This is an optimization exercise on Yosys and OpenROAD, whose aim is a short achievable clock period and few clock cycles, not a production implementation. The RTL was checked by simulation tests, not by an equivalence proof against the original design. Power is estimated from default activity; no workload was simulated.

==> willow: inputs <==
==> flow/design.v (excerpt) <==
module processor (
    input  logic           clock,
    input  logic           rstN,
    output cpuPkg::wordT   addressImem,
    input  cpuPkg::wordT   qImem,
    output cpuPkg::wordT   addressDmem,
    output cpuPkg::wordT   data,
    output logic           wren,
    input  cpuPkg::wordT   qDmem,
    output logic           ctrlWriteEnable,
    output cpuPkg::regIdxT ctrlWriteReg,
    output cpuPkg::regIdxT ctrlReadRegA,
    output cpuPkg::regIdxT ctrlReadRegB,
    output cpuPkg::wordT   dataWriteReg,
    input  cpuPkg::wordT   dataReadRegA,
    input  cpuPkg::wordT   dataReadRegB
);
Settings: LEC_CHECK=0, CAP_MARGIN=20, CELL_PAD_IN_SITES_DETAIL_PLACEMENT=1, CELL_PAD_IN_SITES_GLOBAL_PLACEMENT=2, CORE_MARGIN=2, CORE_UTILIZATION=30, PLACE_DENSITY=0.45, SETUP_SLACK_MARGIN=5.0, SLEW_MARGIN=20, SYNTH_HIERARCHICAL=1, TNS_END_PERCENT=25; clock period 8.0 ns.
standard.sh (not shown) runs the stock make flow with config.mk's settings and CLKGATE_MAP_FILE= SYNTH_SCRIPT=/design/flow/synth_recipe.tcl, a recipe that flattens the netlist after the stock synthesis.
==> flow/flow/run.sh <==
#!/bin/bash
# Standard layout (the standard.sh, standard synthesis unchanged) with two
# changes: the port buffers use buf_6 instead of the smallest buffer the
# resizer picks by default, and timing repair may change a cell's footprint
# (sizing across cell variants). Every tool's output goes to flow_make.log
# here; ORFS keeps its per-step logs under orfs/logs.
set -euo pipefail
bash standard.sh MATCH_CELL_FOOTPRINT=0 "BUFFER_PORTS_ARGS=-buffer_cell sky130_fd_sc_hd__buf_6" finish > flow_make.log 2>&1
==> nickel (differences from willow) <==
--- a/flow/design.v
+++ b/flow/design.v
@@ -58,22 +58,20 @@
 endmodule
 module cellAo21 (input wire g, input wire p, input wire gl, output wire y);
     assign y = g | (p & gl);
 endmodule
 module ksAdd #(
     parameter int SUB = 0,
     parameter int INV = 0,
-    parameter int CIN = 0,
-    parameter int DUP = 0
+    parameter int CIN = 0
 ) (
     input  wire [31:0] a,
     input  wire [31:0] b,
     input  wire        cin,
-    output wire [31:0] s,
-    output wire [31:0] s2         
+    output wire [31:0] s
 );
     wire [31:0]  gRaw;
     wire [31:0]  p0;
     wire [31:0]  g0;
     wire [191:0] g;          
     wire [191:0] p;
     genvar l, i;
@@ -132,28 +130,14 @@
             cellXor2 uS0 (.a(p0[0]), .b(cin), .y(s[0]));
         end else begin : gS0
             assign s[0] = p0[0];
         end
         for (i = 1; i < 32; i++) begin : gSum
             cellXor2 uS (.a(p0[i]), .b(g[160+i-1]), .y(s[i]));
         end
-        if (DUP) begin : gDup
-            if (SUB) begin : gS0Sub
-                assign s2[0] = ~p0[0];
-            end else if (CIN) begin : gS0Cin
-                cellXor2 uS0 (.a(p0[0]), .b(cin), .y(s2[0]));
-            end else begin : gS0
-                assign s2[0] = p0[0];
-            end
-            for (i = 1; i < 32; i++) begin : gSum2
-                cellXor2 uS (.a(p0[i]), .b(g[160+i-1]), .y(s2[i]));
-            end
-        end else begin : gNoDup
-            assign s2 = s;
-        end
     endgenerate
 endmodule
 module bypass4n (
     input  wire [3:0]  sel,
     input  wire [31:0] r,
     input  wire [31:0] mSum,
     input  wire [31:0] mRest,
@@ -187,29 +171,28 @@
 module alu (
     input  wire [31:0] na,
     input  wire [31:0] nb,
     input  wire        sub,
     input  wire [4:0]  shamt,
     input  wire [3:0]  sel,       
     output wire [31:0] sum,       
-    output wire [31:0] sum2,      
     output wire [31:0] rest
 );
     wire [31:0] a   = ~na;
     wire [31:0] b   = ~nb;
     wire [31:0] sll = a << shamt;
     wire [31:0] sra = $signed(a) >>> shamt;
     wire [31:0] t;                
     genvar i;
     generate
         for (i = 0; i < 32; i++) begin : gT
             cellXor2 uT (.a(nb[i]), .b(sub), .y(t[i]));
         end
     endgenerate
-    ksAdd #(.SUB(0), .INV(1), .CIN(1), .DUP(1)) uAdd (.a(na), .b(t), .cin(sub), .s(sum), .s2(sum2));
+    ksAdd #(.SUB(0), .INV(1), .CIN(1)) uAdd (.a(na), .b(t), .cin(sub), .s(sum));
     assign rest = ({32{sel[0]}} & (a & b)) | ({32{sel[1]}} & (a | b)) |
                   ({32{sel[2]}} & sll) | ({32{sel[3]}} & sra);
 endmodule
 `default_nettype wire
 `timescale 1ns/1ps
 `default_nettype none
 module mulStage2 (
@@ -1873,47 +1856,37 @@
         assign s[0] = ~p0[0];
         for (i = 1; i < 8; i++) begin : gSum
             cellXor2 uS (.a(p0[i]), .b(g[24+i-1]), .y(s[i]));
         end
     endgenerate
     assign cout = g[31];
 endmodule
-module srcBSel (
-    input  wire [31:0] ir,
-    output wire [4:0]  srcB
-);
-    wire [4:0] op = ir[31:27];
-    assign srcB = (op == cpuPkg::opSw || op == cpuPkg::opBne || op == cpuPkg::opBlt) ?
-                  ir[26:22] : ir[16:12];
-endmodule
 module fetchDecode (
     input  wire [31:0] qImem,
     input  wire [31:0] pc,
     input  wire [23:0] pcHiLess,       
     input  wire [23:0] pcHiMore,       
     input  wire [31:0] seqPc,          
     input  wire        stall,
     output wire [31:0] fetchNext,      
     output wire        isJump,
     output wire        predTaken,      
-    output wire [4:0]  srcB,           
-    output wire [4:0]  srcBOut         
+    output wire [4:0]  srcB            
 );
     wire [4:0] op = qImem[31:27];
     wire       isBranch = op == cpuPkg::opBne || op == cpuPkg::opBlt;
     wire       shortBack = qImem[16] & (&qImem[15:8]);      
     wire       shortFwd  = !(|qImem[16:8]) && (|qImem[7:0]);  
     wire       twoRegs   = qImem[26:22] != qImem[21:17];
     wire [7:0] lo;
     wire       carry;
     incAdd8 uLo (.a(pc[7:0]), .b(qImem[7:0]), .s(lo), .cout(carry));
     assign isJump    = op == cpuPkg::opJ;
     assign predTaken = isBranch && twoRegs && (shortBack || shortFwd);
-    srcBSel uSrcB (.ir(qImem), .srcB);
-    srcBSel uSrcBOut (.ir(qImem), .srcB(srcBOut));
+    assign srcB      = (op == cpuPkg::opSw || isBranch) ? qImem[26:22] : qImem[16:12];
     wire selJump  = isJump && !stall;
     wire selTaken = predTaken && !stall;
     fetchSel uSel (
         .selJump, .selTakenSame(selTaken && (carry == qImem[16])),
         .selTakenBelow(selTaken && qImem[16] && !carry), .selTakenAbove(selTaken && !qImem[16] && carry),
         .selSeq(!selJump && !selTaken), .jumpPc({5'b0, qImem[26:0]}), .pcHi(pc[31:8]),
         .pcHiLess, .pcHiMore, .takenLo(lo), .seqPc, .y(fetchNext)
@@ -2039,20 +2012,18 @@
 endmodule
 module memWriteback (
     input  wire        isLoad,
     input  wire        isMul,
     input  wire [31:0] qDmem,
     input  wire [31:0] product,
     input  wire [31:0] aluResult,
-    output wire [31:0] result,
-    output wire [31:0] result2         
+    output wire [31:0] result
 );
     wire [31:0] rest = isLoad ? qDmem : isMul ? 32'd0 : aluResult;
     lateSel uSel (.late(product), .selLate(isMul), .rest, .y(result));
-    lateSel uSel2 (.late(product), .selLate(isMul), .rest, .y(result2));
 endmodule
 `default_nettype wire
 `timescale 1ns/1ps
 `default_nettype none
 import cpuPkg::*;
 module processor (
     input  logic           clock,
@@ -2081,28 +2052,27 @@
     logic [31:0] pcOut;                 
     logic        fIsJump;
     logic        fPred;
     logic [31:0] dxRedir;               
     logic        stall;                 
     logic [31:0] seqPc;
     logic [4:0]  fSrcB;
-    logic [4:0]  fSrcBOut;
     logic [3:0]  xBrKind;
     logic        xKill;                 
     logic        brEq, brLt;
     logic [3:0]  redirPart;             
     logic        redirect;              
     assign pcPlusOne   = pc + 32'd1;
     assign pcHiLess    = pc[31:8] - 24'd1;
     assign pcHiMore    = pc[31:8] + 24'd1;
     assign addressImem = pcOut;
     assign seqPc       = stall ? pc : pcPlusOne;
     fetchDecode uFetch (
         .qImem, .pc, .pcHiLess, .pcHiMore, .seqPc, .stall, .fetchNext, .isJump(fIsJump),
-        .predTaken(fPred), .srcB(fSrcB), .srcBOut(fSrcBOut)
+        .predTaken(fPred), .srcB(fSrcB)
     );
     genvar gi;
     generate
         for (gi = 0; gi < 4; gi++) begin : gPc
             mispredictGate uMis (
                 .kind(xBrKind & {4{!xKill}}), .eq(brEq), .lt(brLt), .y(redirPart[gi])
             );
@@ -2127,31 +2097,28 @@
         end
     end
     logic [31:0] fdIr;
     logic        fdValid;
     logic        fdPred;
     logic [4:0]  fdSrcB;                
     logic [4:0]  fdRs;                  
-    logic [4:0]  fdSrcBOut;             
     logic [31:0] fdPc;                  
     always_ff @(posedge clock or negedge rstN) begin
         if (!rstN) begin
             fdIr    <= nopWord;
             fdPred  <= 1'b0;
             fdSrcB  <= '0;
             fdRs    <= '0;
-            fdSrcBOut <= '0;
             fdValid <= 1'b0;
         end else begin
             if (!stall) begin
                 fdIr   <= fIsJump ? nopWord : qImem;
                 fdPred <= fPred;
                 fdSrcB <= fIsJump ? 5'd0 : fSrcB;
                 fdRs   <= qImem[21:17];
-                fdSrcBOut <= fSrcBOut;
             end
             fdValid <= !redirect && (fdValid || !stall);
         end
     end
     always_ff @(posedge clock) begin
         if (!stall) begin
             fdPc <= pcPlusOne;
@@ -2182,15 +2149,15 @@
     assign dSrcB    = fdSrcB;
     assign dUsesA   = dIsAlu || dIsAddi || dIsLw || dIsSw || dIsBne || dIsBlt;
     assign dUsesB   = (dIsAlu && !dIsShift) || dIsBne || dIsBlt || dIsSw;
     assign dUseImm  = dOp == opAddi || dOp == opLw || dOp == opSw;
     assign dCat     = {dOp == opAlu && (dFn == aluAnd || dFn == aluOr || dFn == aluSll || dFn == aluSra),
                        (dOp == opAlu && (dFn == aluAdd || dFn == aluSub)) || dUseImm};
     assign ctrlReadRegA = fdRs;
-    assign ctrlReadRegB = fdSrcBOut;
+    assign ctrlReadRegB = dSrcB;
     logic        xWrites, xLate, xIsLoad, xIsMul, xIsSw;
     logic [1:0]  xCat;
     logic        xSub;
     logic [4:0]  xRd;
     logic [31:0] dxA, dxB, dxBAlu;      
     logic [3:0]  xSelA, xSelB;          
     logic [3:0]  xSelAc, xSelBc;        
@@ -2217,15 +2184,15 @@
         .stall(stallC), .selA(dSelAc), .selB(dSelBc), .selBAlu(), .selAMul(), .selBMul()
     );
     hazardUnit uHazardM (
         .rs(dRs), .srcB(dSrcB), .usesA(dUsesA), .usesB(dUsesB), .isMul(dIsMul), .bImm(dUseImm),
         .xWrites(xWritesE), .xLate(xLateE), .xCat, .xRd, .mWrites, .mRd,
         .stall(stallM), .selA(), .selB(), .selBAlu(), .selAMul(dSelAm), .selBMul(dSelBm)
     );
-    ksAdd #(.SUB(0), .INV(0), .CIN(0)) uRedir (.a(fdPc), .b(dImm), .cin(1'b0), .s(dRedirSum), .s2());
+    ksAdd #(.SUB(0), .INV(0), .CIN(0)) uRedir (.a(fdPc), .b(dImm), .cin(1'b0), .s(dRedirSum));
     always_ff @(posedge clock or negedge rstN) begin
         if (!rstN) begin
             xKill   <= 1'b0;
             xWrites <= 1'b0;
             xLate   <= 1'b0;
             xIsLoad <= 1'b0;
             xIsMul  <= 1'b0;
@@ -2270,25 +2237,24 @@
         xSelAm  <= dSelAm;
         xSelBm  <= dSelBm;
         xAluSel <= {dFn == aluSra, dFn == aluSll, dFn == aluOr, dFn == aluAnd};
         xShamt  <= fdIr[11:7];
     end
     logic [31:0] xmSum, xmRest, mwO;
     logic [31:0] nAluA, nAluB, nCmpA, nCmpB, nMulA, nMulB;
-    logic [31:0] aluSum, aluSum2, aluRest;
-    logic [31:0] xmAddr;                
+    logic [31:0] aluSum, aluRest;
     bypass4n uBypAluA (.sel(xSelA),  .r(dxA),    .mSum(xmSum), .mRest(xmRest), .w(mwO), .ny(nAluA));
     bypass4n uBypAluB (.sel(xSelB),  .r(dxBAlu), .mSum(xmSum), .mRest(xmRest), .w(mwO), .ny(nAluB));
     bypass4n uBypCmpA (.sel(xSelAc), .r(dxA),    .mSum(xmSum), .mRest(xmRest), .w(mwO), .ny(nCmpA));
     bypass4n uBypCmpB (.sel(xSelBc), .r(dxB),    .mSum(xmSum), .mRest(xmRest), .w(mwO), .ny(nCmpB));
     bypass2n uBypMulA (.sel(xSelAm), .r(dxA), .w(mwO), .ny(nMulA));
     bypass2n uBypMulB (.sel(xSelBm), .r(dxB), .w(mwO), .ny(nMulB));
     alu uAlu (
         .na(nAluA), .nb(nAluB), .sub(xSub), .shamt(xShamt), .sel(xAluSel),
-        .sum(aluSum), .sum2(aluSum2), .rest(aluRest)
+        .sum(aluSum), .rest(aluRest)
     );
     executeStage uBranch (.nA(nCmpA), .nB(nCmpB), .eq(brEq), .lt(brLt));
     localparam int mulBitsW = 119;
     logic [mulBitsW-1:0] mulBits, xmMulBits;
     mulStage1 uMul1 (.na(nMulA), .nb(nMulB), .bits(mulBits));
     logic [31:0] xmB;
     always_ff @(posedge clock or negedge rstN) begin
@@ -2308,42 +2274,39 @@
             mIsSw   <= xIsSw && !xKill;
             mCat    <= xCat;
             mRd     <= xRd;
         end
     end
     always_ff @(posedge clock) begin
         xmSum     <= aluSum;
-        xmAddr    <= aluSum2;
         xmRest    <= aluRest;
         xmB       <= ~nCmpB;
         xmMulBits <= mulBits;
     end
-    logic [31:0] product, mResult, mResult2, mAlu;
-    logic [31:0] mwOut;                 
+    logic [31:0] product, mResult, mAlu;
     logic        wWrites;
     logic [4:0]  wRd;
     mulStage2 uMul2 (.bits(xmMulBits), .product);
     assign mAlu = mCat[0] ? xmSum : xmRest;
     memWriteback uMemWb (
-        .isLoad(mIsLoad), .isMul(mIsMul), .qDmem, .product, .aluResult(mAlu), .result(mResult), .result2(mResult2)
+        .isLoad(mIsLoad), .isMul(mIsMul), .qDmem, .product, .aluResult(mAlu), .result(mResult)
     );
-    assign addressDmem = xmAddr;        
+    assign addressDmem = xmSum;         
     assign wren        = mIsSw;
     assign data        = xmB;
     always_ff @(posedge clock or negedge rstN) begin
         if (!rstN) begin
             wWrites <= 1'b0;
             wRd     <= '0;
         end else begin
             wWrites <= mWrites;
             wRd     <= mRd;
         end
     end
     always_ff @(posedge clock) begin
-        mwO   <= mResult;
-        mwOut <= mResult2;
+        mwO <= mResult;
     end
-    assign dataWriteReg    = mwOut;
+    assign dataWriteReg    = mwO;
     assign ctrlWriteEnable = wWrites;
     assign ctrlWriteReg    = wRd;
 endmodule
 `default_nettype wire
==> qor summary <==
| item | willow | nickel |
|---|---|---|
| Area of the placeable core | 0.203 mm^2 | 0.195 mm^2 |
| Result of the run | complete, no violations | complete, no violations |
| Endpoint of the worst hold-timing path | pcOut[14] | mIsMul |
| Non-clock buffer share | 15.6% | 15.1% |
| Internal reg-to-reg setup slack | 4520 ps | 4480 ps |
| Fraction of area in multi-input gates | 58.4% | 59.8% |
| RD Place Congestion | 0.894 | 0.882 |
| Wirelength, routed | 357 mm | 336 mm |
| DIE WIDTH | 456 um | 447 um |
| Worst-case setup margin in the final layout | 4520 ps | 4480 ps |
| Crit path required time | 8660 ps | 8620 ps |
| Switching part of the total | 48.9% | 49.9% |
| Effective utilization at floorplan | 30.2% | 30.2% |
| Largest stage delay on the critical path | 420 ps | 400 ps |
| Total number of vias | 57.5k | 55.5k |
| Share of cells above drive strength 1 | 38.7% | 38.0% |
| Tap Cells | 2672 | 2624 |
| PD cells | 337 mW/mm^2 | 339 mW/mm^2 |
| Routed wl met2 | 166 mm | 152 mm |
| Final Instance Count excl. Fillers | 9848 | 9581 |
| Number of nets in the final layout | 7230 | 7014 |
| Buf+Inv Stages, Crit Path | 3 | 5 |
Testbench counts of willow, summed over its fixed seeds: cycles 16,627.
Testbench counts of nickel, summed over its fixed seeds: cycles 16,627.

## afterwards: timing with drivers on the ports
In the flow no input, the clock included, has a driving cell. The finished layouts below were timed again as built, in two steps. Step 1: set_driving_cell puts a clkbuf_16 on clock and a buf_2 on each other input, an assumption about the parent block. Step 2 times the ports against the registers' clock, not the clock port: input delays grow and output delays shrink by t, the midpoint of the rising clock arrivals with the driver on. Three values: ideal ports, drivers, drivers and shift; two values: the first two.
run	t (ns)	slack for setup (ns)	latest minus earliest clock arrival (ns)	worst register clock-pin slew, ns	worst data-port slew with drivers (ns)
willow	0.818	4.515 / 4.515 / 3.915	0.061 / 0.061	0.07 / 0.07	0.11
nickel	0.834	4.485 / 4.485 / 3.964	0.045 / 0.045	0.07 / 0.07	0.08
After both steps every run listed still meets setup and hold. The setup slack of willow, which loses most, moves by 0.000 ns with the drivers and by -0.600 ns with both steps.
